From an optimization exercise on the open Yosys and OpenROAD flow, aimed at small area, a short achievable clock period and few clock cycles per item; shortcuts taken in it are not production practice.
Where RTL was checked, it was by simulation tests only, not by an equivalence proof against the original.
Only the layout flow was run in run 4; the RTL was not checked for function there.
Power figures rest on the tool's default switching activity, not on a simulated workload.

**flow/design.v**
```verilog
package prae_pkg;
    localparam int LatW   = 28;
    localparam int LonW   = 29;
    localparam int FixW   = 3;
    localparam int CharW  = 8;
    localparam int AddrW  = 3;
    localparam int DataW  = 32;
    localparam logic [CharW-1:0] AsciiBang  = 8'h21;
    localparam logic [CharW-1:0] AsciiDot   = 8'h2e;
    localparam logic [CharW-1:0] AsciiN     = 8'h4e;
    localparam logic [CharW-1:0] AsciiS     = 8'h53;
    localparam logic [CharW-1:0] AsciiE     = 8'h45;
    localparam logic [CharW-1:0] AsciiW     = 8'h57;
    localparam logic [CharW-1:0] AsciiNul   = 8'h00;
    localparam logic [CharW-1:0] SymTableRst = 8'd47;
    localparam logic [CharW-1:0] SymCodeRst  = 8'd62;
endpackage
module prae_dbl
(
    input  logic [51:0] a,
    input  logic        b,
    output logic [51:0] n
);
    function automatic logic [4:0] g5(input logic [4:0] x);
        g5[0] = (!x[3] && x[2] && !x[0]) || (x[3] && x[1]) || (x[4] && !x[1]) || (!x[4] && !x[2] && x[0]);
        g5[1] = (x[4] && !x[0]) || (!x[4] && !x[2] && x[0]) || (!x[4] && x[3] && x[1]) || (x[4] && x[3] && !x[1]);
        g5[2] = (!x[2] && !x[0]) || (x[3] && !x[1] && x[0]) || (!x[4] && !x[3] && x[1]);
        g5[3] = (!x[2] && x[0]) || (x[3] && x[1]) || (x[4]);
        g5[4] = (x[4] && x[1]) || (x[4] && !x[2] && x[0]);
    endfunction
    function automatic logic [4:0] g5b(input logic [3:0] x);
        g5b[0] = (!x[3] && x[0]) || (x[3] && !x[0]) || (!x[2] && x[1]);
        g5b[1] = (x[3] && !x[0]) || (!x[3] && x[1] && x[0]);
        g5b[2] = (!x[1] && !x[0]) || (!x[3] && x[2] && x[0]) || (x[3] && !x[2]);
        g5b[3] = (x[0]) || (x[3]);
        g5b[4] = (!x[1] && x[0]) || (x[3] && x[0]);
    endfunction
    function automatic logic [4:0] g10(input logic [4:0] x);
        g10[0] = (x[4] && !x[3] && !x[0]) || (!x[3] && !x[2] && x[1]) || (x[3] && !x[1] && x[0]);
        g10[1] = (x[4] && !x[3] && !x[2] && x[0]) || (x[3] && x[2] && !x[1]) || (x[2] && !x[0]) || (x[3] && !x[2] && x[1]);
        g10[2] = (!x[3] && x[1]) || (x[3] && !x[1]) || (!x[2] && x[0]) || (x[4] && !x[0]);
        g10[3] = (x[2] && x[0]) || (x[3]);
        g10[4] = (x[3] && x[2] && x[1]);
    endfunction
    function automatic logic [3:0] g6(input logic [3:0] x);
        g6[0] = (x[3] && !x[0]) || (!x[3] && !x[2] && !x[1] && x[0]) || (x[2] && x[1]);
        g6[1] = (x[3] && !x[1] && x[0]) || (!x[3] && !x[2] && x[1]) || (x[2] && !x[0]);
        g6[2] = (x[2] && x[0]) || (x[3]);
        g6[3] = (x[3] && x[1]);
    endfunction
    logic [4:0] s0, s1, s2, sho, sht, smo, sd0, sd1, sd2;
    logic [3:0] smt;
    always_comb
    begin
        s0  = g5b(a[3:0]);
        s1  = g5(a[8:4]);
        s2  = g5(a[13:9]);
        sho = g10(a[22:18]);
        sht = g10(a[27:23]);
        smo = g10(a[32:28]);
        smt = g6(a[36:33]);
        sd0 = g10(a[41:37]);
        sd1 = g10(a[46:42]);
        sd2 = g10(a[51:47]);
        n   = {sd2[2:0], sd1[4:3],
               sd1[2:0], sd0[4:3],
               sd0[2:0], smt[3:2],
               smt[1:0], smo[4:3],
               smo[2:0], sht[4:3],
               sht[2:0], sho[4:3],
               sho[2:0], a[17:16],
               a[15:14],
               s2[4:3],
               s2[2:0], s1[4:3],
               s1[2:0], s0[4:3],
               s0[2:0], b};
    end
endmodule
module prae_eng
(
    input  logic [51:0] a,
    input  logic        first,
    input  logic [4:0]  t,
    input  logic [2:0]  m,
    output logic [51:0] n
);
    function automatic logic [8:0] ini(input logic [4:0] x);
        ini[0] = (!x[4] && x[3] && x[2] && !x[1] && !x[0]) || (x[3] && x[1] && x[0]) || (!x[3] && !x[2] && !x[1]) || (x[3] && !x[2] && x[1]) || (!x[3] && !x[1] && x[0]) || (x[4] && !x[3] && x[2] && !x[0]) || (!x[4] && !x[3] && x[1] && !x[0]) || (x[4] && x[3] && x[1]) || (x[4] && !x[2] && !x[1] && x[0]) || (!x[4] && x[2] && x[1] && x[0]);
        ini[1] = (!x[3] && !x[2] && !x[1] && x[0]) || (!x[4] && !x[3] && x[1] && !x[0]) || (!x[4] && !x[3] && x[2] && x[1]) || (x[3] && !x[2] && x[1] && x[0]) || (!x[4] && x[3] && x[2] && !x[1] && !x[0]) || (x[4] && !x[3] && !x[2] && !x[1]) || (x[4] && x[3] && !x[2] && x[1]) || (x[4] && !x[3] && !x[1] && x[0]) || (!x[3] && x[2] && x[1] && !x[0]) || (x[4] && x[3] && x[1] && x[0]);
        ini[2] = (!x[4] && !x[3] && !x[2] && x[0]) || (!x[4] && !x[3] && x[2] && x[1] && !x[0]) || (!x[4] && x[3] && !x[2] && !x[1] && !x[0]) || (!x[4] && !x[2] && x[1] && x[0]) || (!x[4] && x[3] && x[2] && !x[1] && x[0]) || (x[4] && !x[3] && !x[2] && !x[0]) || (x[4] && !x[3] && x[2] && x[0]) || (x[4] && !x[2] && x[1] && !x[0]) || (x[4] && x[3] && x[2] && !x[1] && !x[0]) || (x[4] && x[2] && x[1] && x[0]);
        ini[3] = (!x[4] && !x[3] && !x[2]) || (!x[4] && !x[3] && !x[1] && x[0]) || (x[1] && !x[0]) || (!x[2] && x[0]) || (x[4] && x[3] && x[2] && !x[0]) || (x[4] && x[1]);
        ini[4] = (!x[4] && !x[3] && x[2] && !x[1] && x[0]) || (x[4] && x[3] && x[2] && !x[0]) || (!x[4] && !x[2] && x[1]) || (x[4] && x[1] && x[0]) || (x[2] && x[1] && !x[0]);
        ini[5] = (!x[4] && !x[3] && x[2] && x[0]) || (x[2] && x[1]) || (x[3] && !x[2] && !x[1] && !x[0]) || (x[4] && !x[2] && !x[1] && !x[0]);
        ini[6] = (!x[4]) || (!x[3] && !x[2] && !x[1] && !x[0]) || (x[3] && x[0]) || (x[3] && x[1]) || (x[3] && x[2]);
        ini[7] = (x[3] && x[0]) || (x[3] && x[1]) || (x[4] && !x[3] && !x[2] && !x[1] && !x[0]) || (x[3] && x[2]);
        ini[8] = (x[4] && x[3] && x[0]) || (x[4] && x[3] && x[1]) || (x[4] && x[3] && x[2]);
    endfunction
    logic [51:0] s1, s2, s3;
    logic [8:0]  i3;
    prae_dbl u_s1 (.a(a),  .b(m[2]), .n(s1));
    prae_dbl u_s2 (.a(s1), .b(m[1]), .n(s2));
    prae_dbl u_s3 (.a(s2), .b(m[0]), .n(s3));
    assign i3 = ini(t);
    assign n  = first ? {38'd0, i3[8:6], 2'd0, i3[5:3], 2'd0, i3[2:0], 1'b0} : s3;
endmodule
module prae_norm
(
    input  logic [51:0] a,
    input  logic        neg,
    output logic [24:0] dig
);
    function automatic logic [1:0] cb1(input logic [4:0] x);
        cb1[0] = (!x[2] && x[0]) || (!x[2] && x[1]) || (x[1] && x[0]) || (x[4] && x[0]) || (x[4] && x[1]);
        cb1[1] = (x[4] && !x[2] && x[1] && x[0]);
    endfunction
    function automatic logic [0:0] cb2(input logic [6:0] x);
        cb2[0] = (!x[4] && x[2] && x[1]) || (!x[4] && x[3] && x[0]) || (x[5] && x[3] && x[1]) || (x[6] && x[1]) || (x[6] && x[2] && x[0]) || (x[6] && x[3]) || (x[6] && !x[4] && x[0]) || (x[6] && !x[5] && x[2]);
    endfunction
    function automatic logic [1:0] gp5(input logic [4:0] x);
        gp5[0] = (!x[4] && !x[2] && x[1]) || (x[4] && !x[2] && !x[0]) || (x[4] && x[2] && !x[1] && x[0]);
        gp5[1] = (x[4] && x[1]) || (x[4] && !x[2] && x[0]);
    endfunction
    function automatic logic [1:0] gp2(input logic [1:0] x);
        gp2[0] = (!x[1] && x[0]);
        gp2[1] = (x[1]);
    endfunction
    function automatic logic [0:0] odd2(input logic [1:0] x);
        odd2[0] = (!x[1] && x[0]);
    endfunction
    function automatic logic [1:0] gp10(input logic [4:0] x);
        gp10[0] = (x[3] && x[2] && !x[1] && x[0]);
        gp10[1] = (x[3] && x[2] && x[1]);
    endfunction
    function automatic logic [1:0] gp6(input logic [3:0] x);
        gp6[0] = (x[3] && !x[1] && x[0]);
        gp6[1] = (x[3] && x[1]);
    endfunction
    function automatic logic [2:0] esplit(input logic [3:0] x);
        esplit[0] = (!x[2] && x[0]) || (!x[3] && x[2] && !x[0]) || (x[3] && x[0]);
        esplit[1] = (x[2] && x[0]) || (x[3] && !x[1]) || (!x[3] && x[1]);
        esplit[2] = (x[3] && x[1]);
    endfunction
    function automatic logic [2:0] hm5(input logic [4:0] x);
        hm5[0] = (!x[4] && x[0]) || (!x[3] && x[2] && x[0]) || (x[3] && x[2] && x[1]) || (x[4] && !x[3] && !x[2] && !x[0]) || (x[4] && !x[2] && !x[1] && !x[0]);
        hm5[1] = (x[4] && !x[3] && x[0]) || (x[3] && !x[2] && !x[1] && !x[0]) || (!x[3] && !x[2] && x[1]) || (!x[3] && x[2] && !x[1]);
        hm5[2] = (x[3] && !x[2] && x[0]) || (x[3] && x[2] && !x[1] && !x[0]) || (!x[3] && x[2] && x[1]);
    endfunction
    function automatic logic [1:0] hm3(input logic [3:0] x);
        hm3[0] = (!x[3] && !x[2] && x[0]) || (x[3] && x[1]) || (x[2] && !x[1] && !x[0]);
        hm3[1] = (x[3] && !x[1] && !x[0]) || (!x[3] && !x[2] && x[1]) || (x[2] && x[0]);
    endfunction
    function automatic logic [0:0] is9(input logic [5:0] x);
        is9[0] = (x[4] && x[3] && !x[1] && x[0]) || (x[4] && x[3] && !x[2] && x[1] && !x[0]) || (x[4] && !x[3] && x[2] && x[0]);
    endfunction
    logic [1:0] c_b1;
    logic [1:0] g_b2, g_t0, g_t1, g_ho, g_ht, g_mo, g_mt, g_d0, g_d1;
    logic c_t1, c_ho, c_ht, c_mo, c_mt, c_d0, c_d1, c_d2;
    logic [10:0] gg, pp, gn, pn;
    logic rnd, ho9;
    logic [3:0] n_d2, n_d1, n_d0, n_mt, n_mo, n_ht, n_ho;
    logic [2:0] e_d2, e_d1, e_d0, e_mt, e_mo, e_ht, e_ho;
    always_comb
    begin
        c_b1 = cb1({a[3:0], neg});
        g_b2 = gp5(a[13:9]);
        g_t0 = gp2(a[15:14]);
        g_t1 = gp2(a[17:16]);
        g_ho = gp10(a[22:18]);
        g_ht = gp10(a[27:23]);
        g_mo = gp10(a[32:28]);
        g_mt = gp6(a[36:33]);
        g_d0 = gp10(a[41:37]);
        g_d1 = gp10(a[46:42]);
        gg = {g_d1[1], g_d0[1], g_mt[1], g_mo[1], g_ht[1], g_ho[1], g_t1[1], g_t0[1], g_b2[1], cb2({a[8:4], c_b1}), 1'b0};
        pp = {g_d1[0], g_d0[0], g_mt[0], g_mo[0], g_ht[0], g_ho[0], g_t1[0], g_t0[0], g_b2[0], 2'b00};
        for (int d = 1; d < 11; d = d * 2)
        begin
            gn = gg;
            pn = pp;
            for (int i = d; i < 11; i++)
            begin
                gn[i] = gg[i] || (pp[i] && gg[i-d]);
                pn[i] = pp[i] && pp[i-d];
            end
            gg = gn;
            pp = pn;
        end
        c_t1 = gg[3];
        c_ho = gg[4];
        c_ht = gg[5];
        c_mo = gg[6];
        c_mt = gg[7];
        c_d0 = gg[8];
        c_d1 = gg[9];
        c_d2 = gg[10];
        rnd  = odd2(a[17:16]) ^ c_t1;
        ho9  = is9({a[22:18], c_ho});
        e_d2 = esplit({a[48:47], 1'b0, c_d2});
        e_d1 = esplit({a[43:42], 1'b0, c_d1});
        e_d0 = esplit({a[38:37], 1'b0, c_d0});
        e_mt = esplit({a[34:33], 1'b0, c_mt});
        e_mo = esplit({a[29:28], 1'b0, c_mo});
        e_ht = esplit({a[24:23], c_ht && rnd && ho9, c_ht ^ (rnd && ho9)});
        e_ho = esplit({a[19:18], c_ho && rnd, c_ho ^ rnd});
        n_d2 = {hm5({a[51:49], e_d2[2:1]}), e_d2[0]};
        n_d1 = {hm5({a[46:44], e_d1[2:1]}), e_d1[0]};
        n_d0 = {hm5({a[41:39], e_d0[2:1]}), e_d0[0]};
        n_mt = {1'b0, hm3({a[36:35], e_mt[2:1]}), e_mt[0]};
        n_mo = {hm5({a[32:30], e_mo[2:1]}), e_mo[0]};
        n_ht = {hm5({a[27:25], e_ht[2:1]}), e_ht[0]};
        n_ho = {hm5({a[22:20], e_ho[2:1]}), e_ho[0]};
        dig  = {n_d2[1:0], n_d1, n_d0, n_mt[2:0], n_mo, n_ht, n_ho};
    end
endmodule
import prae_pkg::*;
module position_report_ascii_encoder
(
    input  logic              clk,
    input  logic              rst_n,
    input  logic              pos_valid,
    output logic              pos_ready,
    input  logic signed [LatW-1:0] pos_lat_micro,
    input  logic signed [LonW-1:0] pos_lon_micro,
    input  logic [FixW-1:0]   pos_fix_level,
    output logic              rpt_valid,
    input  logic              rpt_ready,
    output logic [CharW-1:0]  rpt_out_char,
    output logic              rpt_last_char,
    output logic              rpt_pos_invalid,
    input  logic              psel,
    input  logic              penable,
    input  logic              pwrite,
    input  logic [AddrW-1:0]  paddr,
    input  logic [DataW-1:0]  pwdata,
    output logic [DataW-1:0]  prdata,
    output logic              pready
);
    logic [CharW-1:0] sym_table_reg;
    logic [CharW-1:0] sym_code_reg;
    logic [CharW-1:0] prdata_reg;
    assign pready = 1'b1;
    always_ff @(posedge clk or negedge rst_n)
    begin
        if (!rst_n)
        begin
            sym_table_reg <= SymTableRst;
            sym_code_reg  <= SymCodeRst;
        end
        else if (psel && penable && pwrite)
        begin
            if (paddr[2])
                sym_code_reg  <= pwdata[CharW-1:0];
            else
                sym_table_reg <= pwdata[CharW-1:0];
        end
    end
    always_ff @(posedge clk)
    begin
        prdata_reg <= paddr[2] ? sym_code_reg : sym_table_reg;
    end
    assign prdata = {{(DataW-CharW){1'b0}}, prdata_reg};
    logic             known_q;      
    logic             inv_q;        
    logic             lat_done;     
    logic             lat_hold;     
    logic             lon_pend;     
    logic             lon_hold;     
    logic [LonW-1:0]  lon_raw;
    logic [3:0]       cnt;          
    logic             src;          
    logic             post;         
    logic [5:0]       lat_ipf;      
    logic [2:0]       pf;           
    logic             neg;          
    logic             kr, ki;       
    logic [51:0]      work;
    logic [22:0]      lat_dsp;      
    logic [24:0]      lon_dsp;      
    logic             vld;
    logic             cur_inv;
    logic [4:0]       nb;           
    logic [CharW-1:0] out_reg;
    logic             last_reg;
    logic             cur_slat, cur_slon;
    logic             nxt_full, nxt_inv, nxt_slat, nxt_slon;
    logic             pins_inv;
    logic             acc_now;
    logic             take;
    logic             cur_free;
    logic             lat_ok, lon_ok, go, go_src, step, fin;
    assign pins_inv = (pos_fix_level == '0)
                      || (pos_lat_micro == '0 && pos_lon_micro == '0);
    assign pos_ready = kr || (ki && inv_q);
    assign acc_now   = pos_valid && pos_ready;
    assign take      = vld && rpt_ready;
    assign cur_free  = !vld || (take && last_reg);
    assign lat_ok = known_q && !inv_q && !lat_done && !lat_hold;
    assign lon_ok = lon_pend && !lon_hold;
    assign go     = (cnt == 4'd0) && (lat_ok || lon_ok);
    assign go_src = lon_ok;
    assign step   = go || (cnt != 4'd0);
    assign fin    = (cnt == 4'd8);
    logic known_n, lat_done_n, lon_pend_n, nxt_full_n;
    always_comb
    begin
        known_n    = pos_valid && !acc_now;
        lat_done_n = acc_now ? 1'b0 : ((fin && !src) || lat_done);
        lon_pend_n = (acc_now && !inv_q) || (lon_pend && !(fin && src));
        nxt_full_n = cur_free ? (acc_now && (nxt_full || !inv_q)) : (nxt_full || acc_now);
    end
    always_ff @(posedge clk or negedge rst_n)
    begin
        if (!rst_n)
        begin
            known_q  <= 1'b0;
            kr       <= 1'b0;
            ki       <= 1'b0;
            lat_done <= 1'b0;
            lat_hold <= 1'b0;
            lon_pend <= 1'b0;
            lon_hold <= 1'b0;
            cnt      <= '0;
            src      <= 1'b0;
            post     <= 1'b0;
        end
        else
        begin
            known_q  <= known_n;
            ki       <= known_n && !nxt_full_n;
            kr       <= known_n && !nxt_full_n && lat_done_n && !lon_pend_n;
            post     <= fin;
            lat_done <= lat_done_n;
            lon_pend <= lon_pend_n;
            if (fin && !src)
                lat_hold <= 1'b1;
            else if (take && nb == 5'd7)
                lat_hold <= 1'b0;
            if (fin && src)
                lon_hold <= 1'b1;
            else if (take && nb == 5'd17)
                lon_hold <= 1'b0;
            if (step)
                cnt <= fin ? 4'd0 : cnt + 4'd1;
            if (go)
                src <= go_src;
        end
    end
    always_ff @(posedge clk)
    begin
        inv_q <= pins_inv;
        if (acc_now && !inv_q)
            lon_raw <= pos_lon_micro;
    end
    logic [LonW-1:0] lat_sx;
    logic [LonW-1:0] src_v;
    logic            src_n;
    assign lat_sx = LonW'(pos_lat_micro);
    assign src_n  = go ? go_src : src;
    assign src_v  = src_n ? lon_raw : lat_sx;
    function automatic logic [2:0] pick(input logic [LonW-1:0] v, input logic [3:0] j);
        case (j)
            4'd0:    pick = v[23:21];
            4'd1:    pick = v[20:18];
            4'd2:    pick = v[17:15];
            4'd3:    pick = v[14:12];
            4'd4:    pick = v[11:9];
            4'd5:    pick = v[8:6];
            4'd6:    pick = v[5:3];
            default: pick = v[2:0];
        endcase
    endfunction
    always_ff @(posedge clk)
    begin
        lat_ipf <= {lat_sx[LonW-1], lat_sx[28:24]};
        pf      <= pick(src_v, cnt);
        if (go)
            neg <= go_src ? lon_raw[LonW-1] : lat_ipf[5];
    end
    logic [4:0]  ini_t;
    logic [2:0]  grp_m;
    logic [51:0] eng_n;
    logic [24:0] norm;
    assign ini_t = go_src ? (lon_raw[28:24] ^ {5{lon_raw[LonW-1]}})
                          : (lat_ipf[4:0] ^ {5{lat_ipf[5]}});
    assign grp_m = pf ^ {3{neg}};
    prae_eng u_eng (
        .a     (work),
        .first (cnt == 4'd0),
        .t     (ini_t),
        .m     (grp_m),
        .n     (eng_n)
    );
    prae_norm u_norm (.a(work), .neg(neg), .dig(norm));
    always_ff @(posedge clk)
    begin
        work <= eng_n;
        if (post && !src)
            lat_dsp <= norm[22:0];
        if (post && src)
            lon_dsp <= norm;
    end
    logic [3:0]       ddig;
    logic [CharW-1:0] nchar;
    always_comb
    begin
        case (nb)
            5'd1:    ddig = lat_dsp[22:19];
            5'd2:    ddig = lat_dsp[18:15];
            5'd3:    ddig = {1'b0, lat_dsp[14:12]};
            5'd4:    ddig = lat_dsp[11:8];
            5'd6:    ddig = lat_dsp[7:4];
            5'd7:    ddig = lat_dsp[3:0];
            5'd10:   ddig = {2'b00, lon_dsp[24:23]};
            5'd11:   ddig = lon_dsp[22:19];
            5'd12:   ddig = lon_dsp[18:15];
            5'd13:   ddig = {1'b0, lon_dsp[14:12]};
            5'd14:   ddig = lon_dsp[11:8];
            5'd16:   ddig = lon_dsp[7:4];
            default: ddig = lon_dsp[3:0];
        endcase
        case (nb)
            5'd1, 5'd2, 5'd3, 5'd4, 5'd6, 5'd7,
            5'd10, 5'd11, 5'd12, 5'd13, 5'd14, 5'd16, 5'd17:
                nchar = {4'h3, ddig};
            5'd5, 5'd15:
                nchar = AsciiDot;
            5'd8:
                nchar = cur_slat ? AsciiS : AsciiN;
            5'd9:
                nchar = sym_table_reg;
            5'd18:
                nchar = cur_slon ? AsciiW : AsciiE;
            default:
                nchar = sym_code_reg;
        endcase
    end
    logic load_now;
    assign load_now = nxt_full || (acc_now && inv_q);
    always_ff @(posedge clk or negedge rst_n)
    begin
        if (!rst_n)
        begin
            vld      <= 1'b0;
            nxt_full <= 1'b0;
        end
        else
        begin
            if (cur_free)
                vld  <= load_now;
            nxt_full <= nxt_full_n;
        end
    end
    always_ff @(posedge clk)
    begin
        if (cur_free)
        begin
            nb       <= 5'd1;
            cur_inv  <= nxt_full ? nxt_inv : 1'b1;
            cur_slat <= nxt_slat;
            cur_slon <= nxt_slon;
            out_reg  <= (!nxt_full || nxt_inv) ? AsciiNul : AsciiBang;
            last_reg <= !nxt_full || nxt_inv;
        end
        else if (take)
        begin
            nb       <= nb + 5'd1;
            out_reg  <= nchar;
            last_reg <= (nb == 5'd19);
        end
        if (acc_now)
        begin
            nxt_inv  <= inv_q;
            nxt_slat <= pos_lat_micro[LatW-1];
            nxt_slon <= pos_lon_micro[LonW-1];
        end
    end
    assign rpt_valid       = vld;
    assign rpt_out_char    = out_reg;
    assign rpt_last_char   = last_reg;
    assign rpt_pos_invalid = cur_inv;
endmodule
```
**flow/flow/run.sh**
```bash
#!/bin/bash
set -euo pipefail
bash standard.sh SETUP_SLACK_MARGIN=6.0 "BUFFER_PORTS_ARGS=-buffer_cell sky130_fd_sc_hd__buf_1" finish > orfs_flow.log 2>&1
```
**flow/standard.sh**
```bash
#!/bin/bash
# synth_recipe.tcl (not shown) runs the flow's synth.tcl, then flattens the netlist and writes it again
# the make line also repeats each setting of config.mk as NAME=value (left out here)
make -C /OpenROAD-flow-scripts/flow DESIGN_CONFIG=/design/flow/config.mk WORK_HOME=/design/flow/orfs CLKGATE_MAP_FILE= SYNTH_SCRIPT=/design/flow/synth_recipe.tcl "${@:-finish}"
```
**flow/config.mk**
```make
export PLATFORM = sky130hd
export DESIGN_NAME = position_report_ascii_encoder
export DESIGN_NICKNAME = position_report_ascii_encoder
export VERILOG_FILES = /design/flow/design.v
export SDC_FILE = /design/flow/constraint.sdc
export NUM_CORES = 4
export LEC_CHECK = 0
export CAP_MARGIN = 20
export CORE_MARGIN = 2
export CORE_UTILIZATION = 40
export CTS_CLUSTER_DIAMETER = 100
export CTS_CLUSTER_SIZE = 40
export SLEW_MARGIN = 20
```
**flow/constraint.sdc**
```tcl
create_clock -name core_clock -period 9.0 [get_ports {clk}]
set_input_delay 1.8000 -clock core_clock [delete_from_list [all_inputs] [get_ports {clk}]]
set_output_delay 1.8000 -clock core_clock [all_outputs]
set_load 0.01 [all_outputs]
```
==> results.toml, run 1 <==
[synthesis]
synth-async-reset-ratio_pct = 15.7
synth_ff_type = "edfxtp_1"
yosysSeqAreaShare_pct = 42.9
ys_types = 83
postSynthCellCount = 1263
synth_edf_count = 93
synth_area_um2 = 11800
avgSynthCellArea_um2 = 9.31
ys_ff_latch = 197
yosys_warnings = 4

[hold_path]
min_path_type = "reg2reg"

[power_and_ir_drop]
power_mw = 4.65
p_leak_nw = 4.82
peakVddDrop_uv = 204
p_per_area_nw_per_um2 = 356

[timing]
skew_ns = 0.0159
max_slew_margin_pct = 30.5
setup-tns-final_ns = 0
rsz0062_at_grt = "yes"
fin_hold_ws_ns = 0.423
finalCriticalPeriod_ns = 2.99
timing.final.crit_share_pct = 33.2
setup_viol = 0
tightest_slew_ns = 1.03
drv_slew = 0
max_freq_mhz = 335
hold_viol = 0

[routing]
vias_per_cell = 5.57
wl_um = 27400
route.antenna.remaining_nets = 0
dr.pass1.iters = 6
wl_per_cell_um = 16.0
via_count = 9574
drtIter0Drc = 549
drc = 0

[placed_design]
port_buffers = 95
gp_congestion = 0.821
place_hpwl_um = 20000
post-place-cells = 1679

[final_layout]
finalNonFillerCells = 1718
drive_gt1_share_pct = 10.3
area_growth_pct = 11.2
nNetsFinal = 1457
largest_reg_flops = 52
top_regs = "work: 52 flops, lon_raw: 29 flops, lon_dsp: 25 flops"
diodes = 0
mostFrequentLayoutCells = "nand2_1, nor2_1, edfxtp_1, buf_1, a21oi_1"
regMostFlops = "work"
mostFrequentLayoutCell = "nand2_1"
fillers = 2819

[die]
rows = 62
die_h_um = 175
ios = 147
coreArea_um2 = 28900
die_width_um = 175
die_area_um2 = 30800
start_util_pct = 40.7

[clock_network]
clock_sinks = 197
path_clk_slew_ns = 0.08
numCtsBuffers = 17
root_buffer = "clkbuf_16"
hold_buffers = 0
cts_tree = "built"
insertion_delay_ns = 0.44
cts-htree-levels = 4
clk_path_buf_depth = 2

[setup_path]
critical_path_peak_fanout = 10
end_kind = "flip-flop"
cp-start-kind = "flip-flop"
worst_ep_arrival_time_ns = 3.16
crit_chain = "ha_1 > inv_1 > o31ai_1 > a221o_1 > buf_4 > a221o_2 > o211a_1 > a31o_2 > mux2_1"
required_ns = 9.17
r2r_slack_ns = 6.01
crit_type = "reg2reg"
crit_slowest_cell = "a221o_1"
slowest_delay_ns = 0.42

[global_routing]
first_global_vias = 9128
grt_max_degree = 50
antenna_found_initial = 0
gr-usage-all-layers_pct = 18.0
grt_overflow_total = 0
grt_pass1_wl_um = 45700

[job]
cap_violations = 0

[outcome]
status = "no timing/DRC/antenna violations"
## worst max-delay path: cells and delay by family (launching register included)
kind	cells	cell delay, ns
DFF	1	0.39
buffers and inverters	2	0.24
muxes	1	0.37
AOI/OAI and AO/OA	5	1.51
adders and majority gates	1	0.21
## metal layers
metal / wire length (um) / part of all wire (%) / track usage (%)
met1: 13200 / 48 / 24.7
met2: 13000 / 47 / 30.0
met3: 1010 / 3.7 / 3.10
met4: 287 / 1.0 / 3.99
met5: 0 / 0 / 0
## metrics by stage
step                setup slack [ns]  util, %  area, um^2
floorplan                       6.07        -       11900
global placement                5.39     42.6       12300
detailed placement              5.37     42.6       12300
CTS                             5.97     45.1       13000
global route                    5.94     45.3       13100
finish                          6.01     45.3       13100
## Yosys cell counts, types with 8 or more instances
cell | number | area [um^2]
a32oi_1 | 9 | 78.8
edfxtp_1 | 93 | 2790
a22oi_1 | 12 | 90.1
xnor2_1 | 30 | 263
nor2b_1 | 30 | 188
nor3_1 | 21 | 105
ha_1 | 34 | 425
o21a_1 | 8 | 60.1
a22o_1 | 10 | 87.6
nand3_1 | 41 | 205
dfrtp_1 | 21 | 526
mux2i_1 | 21 | 210
a211oi_1 | 11 | 82.6
o21ai_0 | 43 | 215
a31oi_1 | 23 | 144
buf_4 | 25 | 188
nor3b_1 | 13 | 97.6
clkbuf_1 | 60 | 225
nand2b_1 | 36 | 225
a21o_1 | 12 | 90.1
and3_1 | 19 | 119
a221oi_1 | 8 | 70.1
mux2_2 | 38 | 428
nor4_1 | 16 | 100
nand4_1 | 11 | 68.8
a21oi_1 | 70 | 350
dfxtp_1 | 73 | 1460
xor2_1 | 10 | 87.6
nand2_1 | 115 | 432
o22ai_1 | 13 | 81.3
inv_1 | 56 | 210
or3_1 | 13 | 81.3
and2_1 | 17 | 106
o31ai_1 | 11 | 82.6
nor2_1 | 94 | 353
dfstp_2 | 10 | 263
## final cells by class
cell class                      count  area, um^2  area share, %
Timing Repair Buffer              105         447           3.42
Multi-Input combinational cell    944        6240           47.8
Inverter                           56         214           1.64
Sequential cell                   197        5060           38.7
Tap cell                          384         480           3.67
Clock inverter                     14         183           1.40
Clock buffer                       18         450           3.45
## report_power, final
part           internal [mW]  switching [mW]
sequential              1.21           0.306
clock                  0.402           0.404
combinational           1.04            1.29
total                   2.65            2.00
## cells by family after synthesis
logic type / after synthesis / synth area share [%]
and+or+nand+nor: 456 / 19.8
AOI/OAI and AO/OA: 329 / 19.7
DFF: 197 / 42.9
buffers and inverters: 145 / 5.45
muxes: 60 / 5.52
xor gates and xnor gates: 40 / 2.98
adders and majority gates: 34 / 3.62
other: 2 / 0.0639
## final timing paths
| kind | cells after the start | end | startpoint |
|---|---|---|---|
| max reg2reg | 9 | lat_dsp[16] | work[0] |
| max in group asynchronous | 1 | vld | rst_n |
| min in group asynchronous | 1 | sym_table_reg[6] | rst_n |
| max | 9 | lat_dsp[16] | work[0] |
| min reg2reg | 0 | cur_slat | nxt_slat |
| min | 0 | cur_slat | nxt_slat |
## what timing repair did
action	4_1_cts	5_1_grt
pin swaps	0	1
buffers inserted	3	4
gates resized for setup	14	16
setup endpoints to repair	13	7
Testbench counts, summed over its fixed seeds: cycles 17,649, reports 960.
==> run 2: changes to the inputs <==
--- a/flow/config.mk
+++ b/flow/config.mk
@@ -9,5 +9,3 @@
 export CORE_MARGIN = 2
 export CORE_UTILIZATION = 40
-export CTS_CLUSTER_DIAMETER = 100
-export CTS_CLUSTER_SIZE = 40
 export SLEW_MARGIN = 20
==> results.toml, run 2 <==
[power_and_ir_drop]
combPwrFrac_pct = 50.1
seqPwrFrac_pct = 32.5
peakVddDrop_uv = 204
swShare_pct = 43.1
power.internal_mw = 2.65
p_leak_nw = 4.82
p_switching_mw = 2.00
p_per_area_nw_per_um2 = 356
power_mw = 4.65
clockPowerShare_pct = 17.3

[global_routing]
grt_pass1_wl_um = 45700
antenna_found_initial = 0
grt_overflow_total = 0
grt_max_degree = 50
gr-usage-all-layers_pct = 18.0
first_global_vias = 9128

[die]
rows = 62
die_width_um = 175
die_h_um = 175
coreArea_um2 = 28900
die_area_um2 = 30800
start_util_pct = 40.7
ios = 147

[placed_design]
gp_congestion = 0.821
place_hpwl_um = 20000
dp_slack_ns = 5.37
port_buffers = 95

[clock_network]
insertion_delay_ns = 0.44
cts_tree = "built"
cts-htree-levels = 4
root_buffer = "clkbuf_16"
clk_path_buf_depth = 2
path_clk_slew_ns = 0.08
numCtsBuffers = 17
hold_buffers = 0
clock_sinks = 197

[timing]
skew_ns = 0.0159
max_freq_mhz = 335
setup-tns-final_ns = 0
rsz0062_at_grt = "yes"
max_slew_margin_pct = 30.5
hold_viol = 0
timing.final.ws_setup_ns = 6.01
setup_viol = 0
finalCriticalPeriod_ns = 2.99
tightest_slew_ns = 1.03
drv_slew = 0
timing.final.crit_share_pct = 33.2

[synthesis]
yosysTopAreaCellShare_pct = 23.8
ys_top_cells_by_count = "nand2_1, nor2_1, edfxtp_1, dfxtp_1, a21oi_1"
yosysMostFrequentCell = "nand2_1"
synth_edf_count = 93
synth_area_um2 = 11800
yosys_warnings = 4
ys_types = 83
synth_ff_type = "edfxtp_1"
postSynthCellCount = 1263
synth-async-reset-ratio_pct = 15.7
ys_ff_latch = 197
yosysTopAreaCell = "edfxtp_1"
yosysSeqAreaShare_pct = 42.9
avgSynthCellArea_um2 = 9.31
synth_top_cells_by_area = "edfxtp_1, dfxtp_1, dfrtp_1"

[final_layout]
fillers = 2819
largest_reg_flops = 52
multiInputGateArea_um2 = 6240
regMostFlops = "work"
top_regs = "work: 52 flops, lon_raw: 29 flops, lon_dsp: 25 flops"
nNetsFinal = 1457
diodes = 0
mostFrequentLayoutCell = "nand2_1"
drive_gt1_share_pct = 10.3
area_growth_pct = 11.2
regArea_um2 = 5060
mostFrequentLayoutCells = "nand2_1, nor2_1, edfxtp_1, buf_1, a21oi_1"

[setup_path]
path_buf_inv = 2
crit_type = "reg2reg"
end_kind = "flip-flop"
crit_chain = "ha_1 > inv_1 > o31ai_1 > a221o_1 > buf_4 > a221o_2 > o211a_1 > a31o_2 > mux2_1"
crit_slowest_cell = "a221o_1"
slowest_delay_ns = 0.42
worst_ep_arrival_time_ns = 3.16
crit_family = "compound AO/OA/AOI/OAI gates"
required_ns = 9.17
cp-start-kind = "flip-flop"
critical_path_peak_fanout = 10

[job]
cap_violations = 0

[routing]
drc = 0
via_count = 9574
vias_per_cell = 5.57
wl_per_cell_um = 16.0
drtIter0Drc = 549
dr.pass1.iters = 6
route.antenna.remaining_nets = 0
wl_um = 27400

[outcome]
status = "no timing/DRC/antenna violations"

[hold_path]
min_path_type = "reg2reg"
## run 2: worst paths after layout
check | startpoint | end | slack (ns) | depth (start not counted)
max in group asynchronous | rst_n | vld | 7.02 | 1
min in group asynchronous | rst_n | sym_table_reg[6] | 1.42 | 1
hold reg to reg | nxt_slat | cur_slat | 0.42 | 0
setup reg to reg | work[0] | lat_dsp[16] | 6.01 | 9
setup / recovery | work[0] | lat_dsp[16] | 6.01 | 9
hold / removal | nxt_slat | cur_slat | 0.42 | 0
## run 2: power groups by stage
| stage | Clock, mW | Sequential [mW] | Combinational [mW] |
|---|---|---|---|
| CTS | 0.824 | 1.51 | 2.30 |
| global placement | 0 | 1.51 | 2.21 |
| floorplan | 0 | 1.33 | 1.98 |
| detailed placement | 0 | 1.52 | 2.26 |
| global route | 0.862 | 1.55 | 2.67 |
| finish | 0.806 | 1.51 | 2.33 |
## run 2: worst register-to-register path, cell delays in order, from the launching register on
cell	delay, ns
dfxtp_4	0.39
ha_1	0.22
inv_1	0.08
o31ai_1	0.08
a221o_1	0.42
buf_4	0.16
a221o_2	0.42
o211a_1	0.30
a31o_2	0.29
mux2_1	0.37
## run 2: per-stage QoR
| step | instances | util [%] | hold WS [ns] | cell area [um^2] |
|---|---|---|---|---|
| after floorplan | 1286 | - | 0.400 | 11900 |
| after global placement | 1679 | 42.6 | 0.403 | 12300 |
| after detailed placement | 1679 | 42.6 | 0.405 | 12300 |
| after CTS | 1714 | 45.1 | 0.424 | 13000 |
| after global routing | 1718 | 45.3 | 0.431 | 13100 |
| final | 1718 | 45.3 | 0.423 | 13100 |
## run 2: repair_timing
action / CTS / global route
buffers inserted: 3 / 4
endpoints found under the setup margin: 13 / 7
pin swaps: 0 / 1
resized for setup: 14 / 16
## run 2: cell type report
cell class | instances | area share [%]
multi-input cells | 944 | 47.8
flip-flops and latches | 197 | 38.7
well taps | 384 | 3.67
clock buffers | 18 | 3.45
repair buffers | 105 | 3.42
inverters | 56 | 1.64
clock inverters | 14 | 1.40
## run 2: cells by family (layout without fill, tap and decap cells)
family                   Yosys count  count (layout)  synth area share, %
multiplexers                      60              60                 5.52
AO/OA/AOI/OAI                    329             329                 19.7
XOR/XNOR                          40              40                 2.98
AND/OR/NAND/NOR                  456             456                 19.8
other                              2              25               0.0639
flip-flops                       197             197                 42.9
adder cells (fa/ha/maj)           34              34                 3.62
buffers and inverters            145             193                 5.45
## run 2: per-layer routing
layer	vias to the layer above	wire, um	GRT usage [%]
met2	196	13000	30.0
li1	4773	-	-
met1	4583	13200	24.7
met4	0	287	3.99
met5	-	0	0
met3	22	1010	3.10
==> run 3: changes to the inputs <==
--- a/flow/config.mk
+++ b/flow/config.mk
@@ -8,4 +8,4 @@
 export CAP_MARGIN = 20
 export CORE_MARGIN = 2
-export CORE_UTILIZATION = 40
+export CORE_UTILIZATION = 50
 export SLEW_MARGIN = 20
==> results.toml, run 3 <==
[routing]
route.antenna.remaining_nets = 0
vias_per_cell = 5.78
via_count = 9546
dr.pass1.iters = 8
wl_per_cell_um = 16.3
wl_um = 27000
drc = 0
drtIter0Drc = 753

[setup_path]
worst_ep_arrival_time_ns = 1.12
crit_type = "reg2out"
r2r_slack_ns = 6.09
cp-start-kind = "flip-flop"
required_ns = 7.20
critical_path_peak_fanout = 3
end_kind = "primary output"

[synthesis]
ys_ff_latch = 197
synth-async-reset-ratio_pct = 15.7
synth_area_um2 = 11800
synth-simple-area-share_pct = 19.8
yosysTopAreaCellShare_pct = 23.8
synth.area.mux_share_pct = 5.52
ys_types = 83
synth_edf_count = 93
synth_xor_area_share_pct = 2.98
yosysSeqAreaShare_pct = 42.9
ys_top_cells_by_count = "nand2_1, nor2_1, edfxtp_1, dfxtp_1, a21oi_1"
yosysTopAreaCell = "edfxtp_1"
postSynthCellCount = 1263
synth_compound_area_share_pct = 19.7
synth_ff_type = "edfxtp_1"
avgSynthCellArea_um2 = 9.31
synth_top_cells_by_area = "edfxtp_1, dfxtp_1, dfrtp_1"
yosysMostFrequentCell = "nand2_1"
synth_top_family_by_area = "simple AND/OR/NAND/NOR gates"
synth_fa_ha_area_share_pct = 3.62
yosys_warnings = 4

[power_and_ir_drop]
peakVddDrop_uv = 239
p_per_area_nw_per_um2 = 357
swShare_pct = 43.3
power.internal_mw = 2.63
clockPowerShare_pct = 17.0
p_switching_mw = 2.01
p_leak_nw = 4.81
seqPwrFrac_pct = 32.5
combPwrFrac_pct = 50.5

[global_routing]
globalRouteMet1Util_pct = 31.3
top_usage_layer = "met2"
antenna_found_initial = 0
grt_max_degree = 50
first_global_vias = 8724
grt_overflow_total = 0
grt_use_met2_pct = 35.8
grt_pass1_wl_um = 43800
gr-usage-all-layers_pct = 22.0
grt_util_met3_pct = 3.30

[die]
coreArea_um2 = 23300
die_width_um = 157
die_area_um2 = 24800
die_h_um = 157
start_util_pct = 50.5
rows = 56
ios = 147

[hold_path]
min_path_type = "reg2reg"

[final_layout]
drive_gt1_share_pct = 10.3
nNetsFinal = 1456
mostFrequentLayoutCells = "nand2_1, nor2_1, edfxtp_1, buf_1"
fin_area_um2 = 13000
area_growth_pct = 10.5
diodes = 0
largest_reg_flops = 52
mostFrequentLayoutCell = "nand2_1"
regMostFlops = "work"
fillers = 2126
top_regs = "work: 52 flops, lon_raw: 29 flops, lon_dsp: 25 flops"

[clock_network]
cts-htree-levels = 4
numCtsBuffers = 17
hold_buffers = 0
clk_path_buf_depth = 2
insertion_delay_ns = 0.45
clock_sinks = 197
cts_tree = "built"
path_clk_slew_ns = 0.08
root_buffer = "clkbuf_16"

[timing]
hold_viol = 0
setup_viol = 0
skew_ns = 0.0190
setup-tns-final_ns = 0
max_slew_margin_pct = 30.3
rsz0062_at_grt = "yes"
finalCriticalPeriod_ns = 2.92
drv_slew = 0
timing.final.crit_share_pct = 32.5
max_freq_mhz = 342
tightest_slew_ns = 1.04

[placed_design]
place_area_um2 = 12200
place_hpwl_um = 19300
port_buffers = 95
gp_congestion = 0.798

[outcome]
status = "no timing/DRC/antenna violations"

[job]
cap_violations = 0
## run 3: cell counts after synthesis
No cell type changed its count.
## run 3: cell families after synthesis
group | count (synthesis)
adder cells (fa/ha/maj) | 34
buffers and inverters | 145
multiplexers | 60
AND/OR/NAND/NOR | 456
other | 2
XOR/XNOR | 40
flip-flops | 197
AO/OA/AOI/OAI | 329
## run 3: final timing paths
check	from	cells past startpoint	endpoint
min in group asynchronous	rst_n	1	sym_table_reg[7]
max reg2reg	work[0]	8	lon_dsp[16]
max	ki	2	pos_ready
max in group asynchronous	rst_n	1	vld
min	nxt_slon	0	cur_slon
min reg2reg	nxt_slon	0	cur_slon
## run 3: per-layer routing
metal	vias to the layer above	wire length [um]
met5	-	0
li1	4767	-
met2	207	12600
met3	17	1010
met1	4555	13200
met4	0	181
## run 3: worst max-delay path: stages (launching register included)
cell	delay, ns
dfrtp_1	0.36
a21o_1	0.19
clkbuf_2	0.13
## run 3: cell type report
cell class	instances	area (um^2)	share of cell area, %
inverters	56	214	1.65
repair buffers	104	439	3.38
flip-flops and latches	197	5050	38.9
clock buffers	17	425	3.27
multi-input cells	944	6260	48.2
clock inverters	15	200	1.54
well taps	319	399	3.07
## run 3: timing repair
item | CTS | global route
cloned | 0 | 0
pin swaps | 0 | 1
buffers inserted | 4 | 1
endpoints found under the hold margin | 0 | 0
gates resized for setup | 14 | 18
endpoints found under the setup margin | 11 | 10
## run 3: power by group through the flow
| stage | clock [mW] | combinational [mW] | sequential [mW] |
|---|---|---|---|
| CTS | 0.804 | 2.29 | 1.50 |
| detailed placement | 0 | 2.27 | 1.52 |
| finish | 0.788 | 2.34 | 1.51 |
| global placement | 0 | 2.23 | 1.52 |
| global route | 0.839 | 2.68 | 1.55 |
| floorplan | 0 | 1.98 | 1.33 |
## run 3: through the flow
stage	total power [mW]	instances	worst slack (ns)	util (%)	hold slack [ns]
after CTS	4.60	1651	6.01	55.5	0.429
after floorplan	3.31	1286	6.07	-	0.400
after detailed placement	3.79	1615	5.44	52.5	0.405
final	4.64	1652	6.08	55.8	0.423
after global routing	5.07	1652	5.93	55.8	0.439
after global placement	3.75	1615	5.47	52.5	0.404
==> run 4: changes to the inputs <==
--- a/flow/design.v
+++ b/flow/design.v
@@ -283,5 +283,6 @@
     logic             last_reg;
     logic             cur_slat, cur_slon;
-    logic             nxt_full, nxt_inv, nxt_slat, nxt_slon;
+    logic [1:0]       ninv;         
+    logic             nxt_full, nxt_slat, nxt_slon;    
     logic             pins_inv;
     logic             acc_now;
@@ -291,5 +292,5 @@
     assign pins_inv = (pos_fix_level == '0)
                       || (pos_lat_micro == '0 && pos_lon_micro == '0);
-    assign pos_ready = kr || (ki && inv_q);
+    assign pos_ready = inv_q ? ki : kr;
     assign acc_now   = pos_valid && pos_ready;
     assign take      = vld && rpt_ready;
@@ -302,4 +303,6 @@
     assign fin    = (cnt == 4'd8);
     logic known_n, lat_done_n, lon_pend_n, nxt_full_n;
+    logic bypass;
+    logic [1:0] ninv_n;
     always_comb
     begin
@@ -307,5 +310,7 @@
         lat_done_n = acc_now ? 1'b0 : ((fin && !src) || lat_done);
         lon_pend_n = (acc_now && !inv_q) || (lon_pend && !(fin && src));
-        nxt_full_n = cur_free ? (acc_now && (nxt_full || !inv_q)) : (nxt_full || acc_now);
+        bypass     = cur_free && ninv == 2'd0 && !nxt_full;
+        nxt_full_n = (acc_now && !inv_q) || (nxt_full && !(cur_free && ninv == 2'd0));
+        ninv_n     = ninv - 2'((cur_free && ninv != 2'd0)) + 2'((acc_now && inv_q && !bypass));
     end
     always_ff @(posedge clk or negedge rst_n)
@@ -327,5 +332,5 @@
         begin
             known_q  <= known_n;
-            ki       <= known_n && !nxt_full_n;
+            ki       <= known_n && !nxt_full_n && ninv_n != 2'd3;
             kr       <= known_n && !nxt_full_n && lat_done_n && !lon_pend_n;
             post     <= fin;
@@ -435,6 +440,7 @@
         endcase
     end
-    logic load_now;
-    assign load_now = nxt_full || (acc_now && inv_q);
+    logic load_now, load_inv;
+    assign load_now = ninv != 2'd0 || nxt_full || (acc_now && inv_q);
+    assign load_inv = ninv != 2'd0 || !nxt_full;
     always_ff @(posedge clk or negedge rst_n)
     begin
@@ -443,4 +449,5 @@
             vld      <= 1'b0;
             nxt_full <= 1'b0;
+            ninv     <= 2'd0;
         end
         else
@@ -449,4 +456,5 @@
                 vld  <= load_now;
             nxt_full <= nxt_full_n;
+            ninv     <= ninv_n;
         end
     end
@@ -456,9 +464,9 @@
         begin
             nb       <= 5'd1;
-            cur_inv  <= nxt_full ? nxt_inv : 1'b1;
+            cur_inv  <= load_inv;
             cur_slat <= nxt_slat;
             cur_slon <= nxt_slon;
-            out_reg  <= (!nxt_full || nxt_inv) ? AsciiNul : AsciiBang;
-            last_reg <= !nxt_full || nxt_inv;
+            out_reg  <= load_inv ? AsciiNul : AsciiBang;
+            last_reg <= load_inv;
         end
         else if (take)
@@ -468,7 +476,6 @@
             last_reg <= (nb == 5'd19);
         end
-        if (acc_now)
+        if (acc_now && !inv_q)
         begin
-            nxt_inv  <= inv_q;
             nxt_slat <= pos_lat_micro[LatW-1];
             nxt_slon <= pos_lon_micro[LonW-1];
==> results.toml, run 4 <==
[outcome]
status = "no timing/DRC/antenna violations"

[routing]
route.antenna.remaining_nets = 0
vias_per_cell = 5.71
via_count = 9582
drc = 0
drtIter0Drc = 873
wl_per_cell_um = 16.6
dr.pass1.iters = 8
wl_um = 27900

[synthesis]
yosysTopAreaCellShare_pct = 22.9
yosys_warnings = 4
yosysSeqAreaShare_pct = 42.2
synth_area_um2 = 11900
postSynthCellCount = 1289
ys_types = 98
yosysMostFrequentCell = "nand2_1"
ys_ff_latch = 197
synth_top_cells_by_area = "edfxtp_1, dfxtp_1, dfrtp_1"
synth_ff_type = "edfxtp_1"
ys_top_cells_by_count = "nand2_1, edfxtp_1, nor2_1, a21oi_1, dfxtp_1"
synth_edf_count = 91
yosysTopAreaCell = "edfxtp_1"
avgSynthCellArea_um2 = 9.25
synth-async-reset-ratio_pct = 16.8

[final_layout]
mostFrequentLayoutCells = "nand2_1, buf_1, edfxtp_1"
area_growth_pct = 9.73
diodes = 0
mostFrequentLayoutCell = "nand2_1"
regMostFlops = "work"
top_regs = "work: 52 flops, lon_raw: 28 flops, lon_dsp: 25 flops"
regArea_um2 = 5040
nNetsFinal = 1485
largest_reg_flops = 52
drive_gt1_share_pct = 11.5
multiInputGateArea_um2 = 6320
fillers = 2124
finalNonFillerCells = 1679
fin_util_pct = 55.8

[timing]
fin_hold_ws_ns = 0.423
drv_slew = 0
timing.final.crit_share_pct = 33.7
max_slew_margin_pct = 31.9
setup_viol = 0
skew_ns = 0.0135
tightest_slew_ns = 0.996
rsz0062_at_grt = "yes"
max_freq_mhz = 330
setup-tns-final_ns = 0
hold_viol = 0
finalCriticalPeriod_ns = 3.03

[clock_network]
cts_tree = "built"
cts-htree-levels = 4
insertion_delay_ns = 0.44
path_clk_slew_ns = 0.08
clk_path_buf_depth = 2
numCtsBuffers = 17
root_buffer = "clkbuf_16"
hold_buffers = 0
clock_sinks = 197

[global_routing]
first_global_vias = 8838
grt_max_degree = 52
antenna_found_initial = 0
grt_pass1_wl_um = 45500
grt_overflow_total = 0
gr-usage-all-layers_pct = 22.9

[setup_path]
cp-start-kind = "flip-flop"
reg2reg_to = "out_reg[1]"
worst_ep_arrival_time_ns = 1.23
crit_type = "reg2out"
end_kind = "primary output"
critical_path_peak_fanout = 2
r2r_slack_ns = 6.06
required_ns = 7.20
r2r-start = "nb[4]"
rr_worst_depth = 7

[placed_design]
post-place-cells = 1641
port_buffers = 95
gp_congestion = 0.896
place_hpwl_um = 20300

[hold_path]
hp-start = "nxt_slat"
min_path_type = "reg2reg"
holdPathStages = 0
holdPathEnd = "cur_slat"

[die]
ios = 147
die_width_um = 158
start_util_pct = 50.8
rows = 56
coreArea_um2 = 23500
die_area_um2 = 25100
die_h_um = 158

[power_and_ir_drop]
p_switching_mw = 2.22
combPwrFrac_pct = 52.5
swShare_pct = 44.6
power.internal_mw = 2.75
clockPowerShare_pct = 16.0
p_per_area_nw_per_um2 = 379
p_leak_nw = 4.90
peakVddDrop_uv = 211
seqPwrFrac_pct = 31.5

[job]
cap_violations = 0
==> run 4: per-stage QoR <==
stage          power [mW]  worst slack (ns)  area (um^2)
4_1_cts              4.93              5.94        13000
2_1_floorplan        3.61              5.87        12100
3_5_place_dp         4.13              5.32        12300
6_report             4.97              5.97        13100
3_3_place_gp         4.09              5.33        12300
5_1_grt              5.45              5.84        13100
==> run 4: per-layer routing <==
| layer | track usage (%) | up-vias | part of all wire (%) |
|---|---|---|---|
| li1 | - | 4801 | - |
| met5 | 0 | - | 0 |
| met2 | 35.4 | 225 | 45 |
| met3 | 3.59 | 19 | 4.8 |
| met4 | 5.32 | 0 | 0.92 |
| met1 | 33.9 | 4537 | 50 |
==> run 4: timing repair <==
item	in CTS	in global routing
setup endpoints to repair	7	18
gates resized for setup	7	22
pin swaps	0	1
endpoints found under the hold margin	0	0
setup buffers	2	4
==> run 4: layout make-up <==
class	instances	area share (%)
Clock inverter	15	1.53
Sequential cell	197	38.5
Inverter	57	1.69
Tap cell	319	3.05
Clock buffer	17	3.25
Timing Repair Buffer	107	3.63
Multi-Input combinational cell	967	48.3
==> run 4: critical path, cell delays in order (launching register included) <==
cell and delay [ns]:
dfrtp_1 0.37, nor2b_4 0.12, a21o_1 0.18, buf_6 0.12
==> run 4: power by group through the flow <==
| stage | clock [mW] | sequential, mW | combinational (mW) |
|---|---|---|---|
| 4_1_cts | 0.808 | 1.56 | 2.57 |
| 6_report | 0.793 | 1.57 | 2.61 |
| 3_3_place_gp | 0 | 1.58 | 2.51 |
| 3_5_place_dp | 0 | 1.58 | 2.55 |
| 2_1_floorplan | 0 | 1.39 | 2.22 |
| 5_1_grt | 0.846 | 1.62 | 2.99 |
==> run 4: how the worst max path moves through the flow <==
stage | start | endpoint | slack, ns | cells past startpoint
finish | kr | pos_ready | 5.97 | 3
CTS | kr | pos_ready | 5.94 | 3
detailed placement | rpt_ready | ki | 5.32 | 11
global placement | rpt_ready | ki | 5.33 | 11
floorplan | rpt_ready | ki | 5.87 | 10
global route | nb[0] | out_reg[1] | 5.84 | 9
==> run 4: logic make-up after synthesis <==
logic type | synth area share [%]
AOI/OAI and AO/OA | 20.1
xor gates and xnor gates | 2.94
adders and majority gates | 3.78
buffers and inverters | 6.14
DFF | 42.2
muxes | 5.37
other | 0.0630
and+or+nand+nor | 19.5
==> run 5: changes to the inputs <==
--- a/flow/design.v
+++ b/flow/design.v
@@ -303,5 +303,5 @@
     assign fin    = (cnt == 4'd8);
     logic known_n, lat_done_n, lon_pend_n, nxt_full_n;
-    logic bypass;
+    logic bypass, inc, dec;
     logic [1:0] ninv_n;
     always_comb
@@ -312,5 +312,11 @@
         bypass     = cur_free && ninv == 2'd0 && !nxt_full;
         nxt_full_n = (acc_now && !inv_q) || (nxt_full && !(cur_free && ninv == 2'd0));
-        ninv_n     = ninv - 2'((cur_free && ninv != 2'd0)) + 2'((acc_now && inv_q && !bypass));
+        inc        = acc_now && inv_q && !bypass;
+        dec        = cur_free && ninv != 2'd0;
+        ninv_n     = ninv;
+        if (inc && !dec)
+            ninv_n = {ninv[1] || ninv[0], !ninv[0]};
+        else if (dec && !inc)
+            ninv_n = {ninv[1] && ninv[0], !ninv[0]};
     end
     always_ff @(posedge clk or negedge rst_n)
==> results.toml, run 5 <==
[timing]
timing.final.crit_share_pct = 33.7
skew_ns = 0.0157
max_freq_mhz = 330
max_slew_margin_pct = 30.6
tightest_slew_ns = 1.04
rsz0062_at_grt = "yes"
finalCriticalPeriod_ns = 3.03
hold_viol = 0
setup-tns-final_ns = 0
setup_viol = 0
fin_hold_ws_ns = 0.467
drv_slew = 0

[routing]
drc = 0
dr.pass1.iters = 5
met1_length_um = 12200
wl_um = 26500
vias_per_cell = 5.79
wl_met2_um = 12900
met3_length_um = 988
drtIter0Drc = 599
wl_per_cell_um = 16.1
highest_layer = "met4"
via_count = 9527
route.antenna.remaining_nets = 0

[final_layout]
largest_reg_flops = 52
area_growth_pct = 9.68
top_regs = "work: 52 flops, lon_raw: 29 flops, lon_dsp: 25 flops"
fin_util_pct = 56.2
drive_gt1_share_pct = 9.48
nNetsFinal = 1484
regMostFlops = "work"
diodes = 0
fin_area_um2 = 12800
mostFrequentLayoutCells = "nand2_1, nor2_1, buf_1"
mostFrequentLayoutCell = "nand2_1"

[global_routing]
antenna_found_initial = 0
grt_pass1_wl_um = 43700
gr-usage-all-layers_pct = 22.0
grt_max_degree = 51
first_global_vias = 8893
grt_overflow_total = 0

[clock_network]
cts-htree-levels = 4
insertion_delay_ns = 0.44
clock_sinks = 197
clk_path_buf_depth = 2
path_clk_slew_ns = 0.08
numCtsBuffers = 17
cts_tree = "built"
root_buffer = "clkbuf_16"

[power_and_ir_drop]
p_per_area_nw_per_um2 = 382
seqPwrFrac_pct = 32.2
peakVddDrop_uv = 273
combPwrFrac_pct = 52.1
swShare_pct = 45.3
power_mw = 4.87
clockPowerShare_pct = 15.6
power.internal_mw = 2.66
p_switching_mw = 2.20
p_leak_nw = 4.77

[setup_path]
required_ns = 7.20
cp_num_cells = 3
end_kind = "primary output"
reg2reg_to = "lat_dsp[3]"
r2r_slack_ns = 6.12
worst_ep_arrival_time_ns = 1.23
rr_worst_depth = 10
crit_chain = "nor2b_4 > a21o_1 > buf_2"
critPathLaunch = "kr"
crit_type = "reg2out"
crit_slowest_cell = "dfrtp_1"
path_buf_inv = 1
critical_path_peak_fanout = 2
cp-start-kind = "flip-flop"
crit_family = "flip-flops"
slowest_delay_ns = 0.37
r2r-start = "neg"
cp-endpoint = "pos_ready"

[synthesis]
ys_ff_latch = 197
synth_area_um2 = 11600
yosysSeqAreaShare_pct = 43.3
synth_edf_count = 91
ys_types = 85
synth_top_cells_by_area = "edfxtp_1, dfxtp_1, dfrtp_1"
ys_top_cells_by_count = "nand2_1, nor2_1, edfxtp_1, o21ai_0, a21oi_1"
yosys_warnings = 4
synth_ff_type = "edfxtp_1"
avgSynthCellArea_um2 = 9.04
yosysTopAreaCell = "edfxtp_1"
postSynthCellCount = 1287
yosysMostFrequentCell = "nand2_1"
yosysTopAreaCellShare_pct = 23.5
synth-async-reset-ratio_pct = 16.8

[die]
ios = 147
coreArea_um2 = 22700
die_width_um = 157
die_area_um2 = 24500
rows = 55
start_util_pct = 51.2
die_h_um = 157

[placed_design]
place_area_um2 = 12000
gp_congestion = 0.862
port_buffers = 95
place_hpwl_um = 19300

[hold_path]
min_path_type = "reg2reg"
hp-start = "nxt_slat"

[job]
cap_violations = 0

[outcome]
status = "no timing/DRC/antenna violations"
[run 5: changes by cell type in the layout (fill, tap and decap cells not counted), sizes merged, moves of 9 or more]
| cell | delta |
|---|---|
| inv | +15 |
| mux2i | -9 |
| nand2b | +13 |
| o21ai | +17 |
| a31oi | +11 |
[run 5: per-stage QoR]
stage | instances | setup slack, ns
2_1_floorplan | 1310 | 6.03
3_5_place_dp | 1606 | 5.58
3_3_place_gp | 1606 | 5.61
6_report | 1646 | 5.97
5_1_grt | 1646 | 5.92
4_1_cts | 1639 | 5.96
[run 5: cell type report]
| type | count | area, um^2 |
|---|---|---|
| clock inverters | 15 | 180 |
| multi-input cells | 954 | 6050 |
| clock buffers | 17 | 425 |
| repair buffers | 106 | 443 |
| inverters | 72 | 270 |
| fillers | 2108 | 9950 |
| flip-flops and latches | 197 | 5040 |
| well taps | 285 | 357 |
[run 5: routing by layer]
metal	vias to the layer above	GRT usage, %
li1	4792	-
met1	4490	29.6
met2	217	37.6
met3	28	3.07
met4	0	5.50
met5	-	0
[run 5: power groups by stage]
| stage | Clock, mW | Combinational, mW | Sequential, mW |
|---|---|---|---|
| 2_1_floorplan | 0 | 2.14 | 1.40 |
| 3_3_place_gp | 0 | 2.47 | 1.58 |
| 3_5_place_dp | 0 | 2.51 | 1.58 |
| 4_1_cts | 0.779 | 2.53 | 1.56 |
| 5_1_grt | 0.818 | 2.91 | 1.62 |
| 6_report | 0.762 | 2.54 | 1.57 |
[run 5: kinds of logic after synthesis]
| group | count (synthesis) | synth area share, % |
|---|---|---|
| AND/OR/NAND/NOR | 450 | 19.0 |
| adder cells (fa/ha/maj) | 34 | 3.66 |
| XOR/XNOR | 34 | 2.56 |
| AO/OA/AOI/OAI | 360 | 20.7 |
| flip-flops | 197 | 43.3 |
| buffers and inverters | 159 | 6.00 |
| other | 2 | 0.0646 |
| multiplexers | 51 | 4.80 |
[run 5: worst reg2reg max path, cell delays in order (launching register included)]
cell	delay, ns
edfxtp_1	0.48
or2_2	0.33
a31oi_2	0.21
o311ai_2	0.13
or2_2	0.32
a21o_1	0.19
ha_1	0.34
nand2_2	0.10
a21oi_2	0.15
o22ai_1	0.08
a22o_1	0.29
[run 5: worst min-delay path by stage]
stage                to  slack [ns]  cells after the start
4_1_cts        cur_slat        0.47                      0
3_5_place_dp   cur_slat        0.44                      0
6_report       cur_slat        0.47                      0
3_3_place_gp   cur_slat        0.47                      0
2_1_floorplan  cur_slat        0.40                      0
5_1_grt        cur_slat        0.49                      0
[run 5: timing repair]
item / in CTS / in global routing
setup endpoints to repair: 4 / 24
cloned: 0 / 0
setup buffers: 1 / 7
pin swaps: 0 / 1
hold buffers: 0 / 0
resized for setup: 5 / 13
Testbench counts of run 5, summed over its fixed seeds: cycles 17,511, reports 960.
==> run 6: changes to the inputs <==
--- a/flow/design.v
+++ b/flow/design.v
@@ -273,5 +273,5 @@
     logic [2:0]       pf;           
     logic             neg;          
-    logic             kr, ki;       
+    logic             pr_q;         
     logic [51:0]      work;
     logic [22:0]      lat_dsp;      
@@ -292,5 +292,5 @@
     assign pins_inv = (pos_fix_level == '0)
                       || (pos_lat_micro == '0 && pos_lon_micro == '0);
-    assign pos_ready = inv_q ? ki : kr;
+    assign pos_ready = pr_q;
     assign acc_now   = pos_valid && pos_ready;
     assign take      = vld && rpt_ready;
@@ -325,6 +325,5 @@
         begin
             known_q  <= 1'b0;
-            kr       <= 1'b0;
-            ki       <= 1'b0;
+            pr_q     <= 1'b0;
             lat_done <= 1'b0;
             lat_hold <= 1'b0;
@@ -338,6 +337,6 @@
         begin
             known_q  <= known_n;
-            ki       <= known_n && !nxt_full_n && ninv_n != 2'd3;
-            kr       <= known_n && !nxt_full_n && lat_done_n && !lon_pend_n;
+            pr_q     <= known_n && !nxt_full_n
+                        && (pins_inv ? ninv_n != 2'd3 : (lat_done_n && !lon_pend_n));
             post     <= fin;
             lat_done <= lat_done_n;
==> results.toml, run 6 <==
[die]
die_width_um = 156
die_area_um2 = 24400
coreArea_um2 = 22700
rows = 55
ios = 147
die_h_um = 156
start_util_pct = 51.0

[hold_path]
min_path_type = "reg2reg"

[clock_network]
clk_path_buf_depth = 2
root_buffer = "clkbuf_16"
cts-htree-levels = 4
hold_buffers = 0
path_clk_slew_ns = 0.07
cts_tree = "built"
clock_sinks = 196
insertion_delay_ns = 0.43
numCtsBuffers = 17

[setup_path]
end_kind = "flip-flop"
crit_type = "in2reg"
cp-start-kind = "input port"
crit_family = "simple AND/OR/NAND/NOR gates"
critical_path_peak_fanout = 3
worst_ep_arrival_time_ns = 3.29
required_ns = 9.32
slowest_delay_ns = 0.58
crit_chain = "buf_1 > nor4_4 > nand4_1 > or4_4 > o31ai_2 > nand3_1 > o2111a_1"
crit_slowest_cell = "or4_4"
path_buf_inv = 1

[final_layout]
fillers = 2068
finalNonFillerCells = 1642
drive_gt1_share_pct = 10.4
area_growth_pct = 11.2
mostFrequentLayoutCells = "nand2_1, nor2_1, buf_1"
fin_util_pct = 56.7
fin_area_um2 = 12900
diodes = 0
nNetsFinal = 1480
largest_reg_flops = 52
mostFrequentLayoutCell = "nand2_1"
top_regs = "work: 52 flops, lon_raw: 28 flops, lon_dsp: 25 flops"
regMostFlops = "work"

[synthesis]
yosysTopAreaCellShare_pct = 23.6
ys_ff_latch = 196
yosysTopAreaCell = "edfxtp_1"
ys_top_cells_by_count = "nand2_1, nor2_1, edfxtp_1, a21oi_1, o21ai_0"
synth_ff_type = "edfxtp_1"
avgSynthCellArea_um2 = 9.02
yosysMostFrequentCell = "nand2_1"
yosys_warnings = 4
synth_edf_count = 91
synth-async-reset-ratio_pct = 16.3
ys_types = 88
synth_top_cells_by_area = "edfxtp_1, dfxtp_1, dfrtp_1"
postSynthCellCount = 1284
synth_area_um2 = 11600
yosysSeqAreaShare_pct = 43.3

[placed_design]
gp_congestion = 0.825
port_buffers = 95
post-place-cells = 1601
place_hpwl_um = 19800
dp_slack_ns = 5.31
place_area_um2 = 12000

[routing]
drc = 0
vias_per_cell = 5.85
wl_um = 27600
via_count = 9604
drtIter0Drc = 816
route.antenna.remaining_nets = 0
wl_per_cell_um = 16.8
dr.pass1.iters = 5

[global_routing]
gr-usage-all-layers_pct = 22.6
grt_overflow_total = 0
grt_max_degree = 51
grt_pass1_wl_um = 44400
first_global_vias = 8579
antenna_found_initial = 0

[job]
cap_violations = 0

[outcome]
status = "no timing/DRC/antenna violations"

[timing]
max_freq_mhz = 337
tightest_slew_ns = 0.820
timing.final.ws_setup_ns = 6.03
setup_viol = 0
max_slew_margin_pct = 45.2
fin_hold_ws_ns = 0.442
drv_slew = 0
skew_ns = 0.0172
rsz0062_at_grt = "yes"
hold_viol = 0
finalCriticalPeriod_ns = 2.97
setup-tns-final_ns = 0
timing.final.crit_share_pct = 33.0

[power_and_ir_drop]
peakVddDrop_uv = 245
power_mw = 4.68
p_per_area_nw_per_um2 = 364
p_leak_nw = 4.82
==> run 6: changes by cell type after synthesis, moves of 6 or more <==
| cell | previous run | this run |
|---|---|---|
| o21ai_0 | 86 | 80 |
| inv_1 | 72 | 61 |
| nor3_1 | 31 | 20 |
| nor2b_1 | 22 | 30 |
| nand3_1 | 34 | 41 |
==> run 6: power breakdown <==
part	total [mW]	switching [mW]	internal, mW
Combinational	2.34	1.37	0.976
Sequential	1.54	0.315	1.22
Clock	0.806	0.358	0.448
Total	4.68	2.04	2.65
==> run 6: metal layers <==
layer / track usage [%] / up-vias / routed length, um / part of all wire, %
met5: 0 / - / 0 / 0
met4: 4.81 / 0 / 235 / 0.85
met3: 2.81 / 16 / 937 / 3.4
met2: 37.0 / 200 / 13100 / 48
met1: 32.3 / 4605 / 13300 / 48
li1: - / 4783 / - / -
==> run 6: path summary, 6_finish.rpt <==
kind / end / depth (start not counted) / startpoint / slack, ns
worst max-delay path: pr_q / 7 / pos_lat_micro[22] / 6.03
max in group asynchronous: vld / 1 / rst_n / 6.99
worst max register to register: lon_dsp[24] / 8 / work[3] / 6.12
worst min-delay path: cur_slat / 0 / nxt_slat / 0.44
min in group asynchronous: sym_table_reg[6] / 1 / rst_n / 1.44
worst min register to register: cur_slat / 0 / nxt_slat / 0.44
==> run 6: kinds of logic after synthesis <==
kind of cell               after synthesis  synth area share (%)
other                                    2                0.0649
AOI/OAI and AO/OA                      342                  19.3
DFF                                    196                  43.3
adders and majority gates               34                  3.67
xor gates and xnor gates                35                  2.65
muxes                                   56                  5.23
buffers and inverters                  152                  5.76
and+or+nand+nor                        467                  20.1
==> run 6: final cells by class <==
type | instances | area (um^2) | area share [%]
multi-input cells | 960 | 6180 | 48.0
flip-flops and latches | 196 | 5010 | 39.0
repair buffers | 107 | 455 | 3.54
clock buffers | 18 | 429 | 3.33
well taps | 285 | 357 | 2.77
inverters | 62 | 245 | 1.91
clock inverters | 14 | 194 | 1.51
==> run 6: what timing repair did <==
action / CTS / global route
resized for setup: 13 / 26
pin swaps: 5 / 11
gates cloned: 0 / 1
buffers inserted: 4 / 4
endpoints found under the setup margin: 18 / 37
Testbench counts of run 6, summed over its fixed seeds: cycles 17,511, reports 960.

static timing again, ports no longer ideal:
Ports are ideal in the flow. The routed layouts listed here were re-timed in OpenROAD.
Step 1 (the two cells are an assumption about what drives the block):
set clk [get_ports {clk}]
set_driving_cell -lib_cell sky130_fd_sc_hd__clkbuf_16 $clk
set_driving_cell -lib_cell sky130_fd_sc_hd__buf_2 [delete_from_list [all_inputs] $clk]
Step 2 adds t to the input delays and takes it off the output delays; t is the mean of the earliest and latest rising clock arrival at the registers after step 1. Input paths then give back, and output paths get back, about the clock's delay inside the block.
a / b / c = ideal / step 1 / step 2; a / b = the first two.
run | t, ns | slack for setup (ns) | worst setup path after step 2
run 1 | 0.486 | 6.013 / 6.013 / 5.619 | input to register
run 2 | 0.486 | 6.013 / 6.013 / 5.619 | input to register
run 3 | 0.486 | 6.075 / 6.027 / 5.618 | input to register
run 4 | 0.483 | 5.967 / 5.919 / 5.624 | input to register
run 5 | 0.479 | 5.969 / 5.922 / 5.695 | input to register
run 6 | 0.475 | 6.031 / 6.050 / 5.587 | input to register
After both steps setup and hold are still met in every run listed. The setup slack of run 3, which loses most, moves by -0.048 ns with the drivers and by -0.457 ns with both steps.
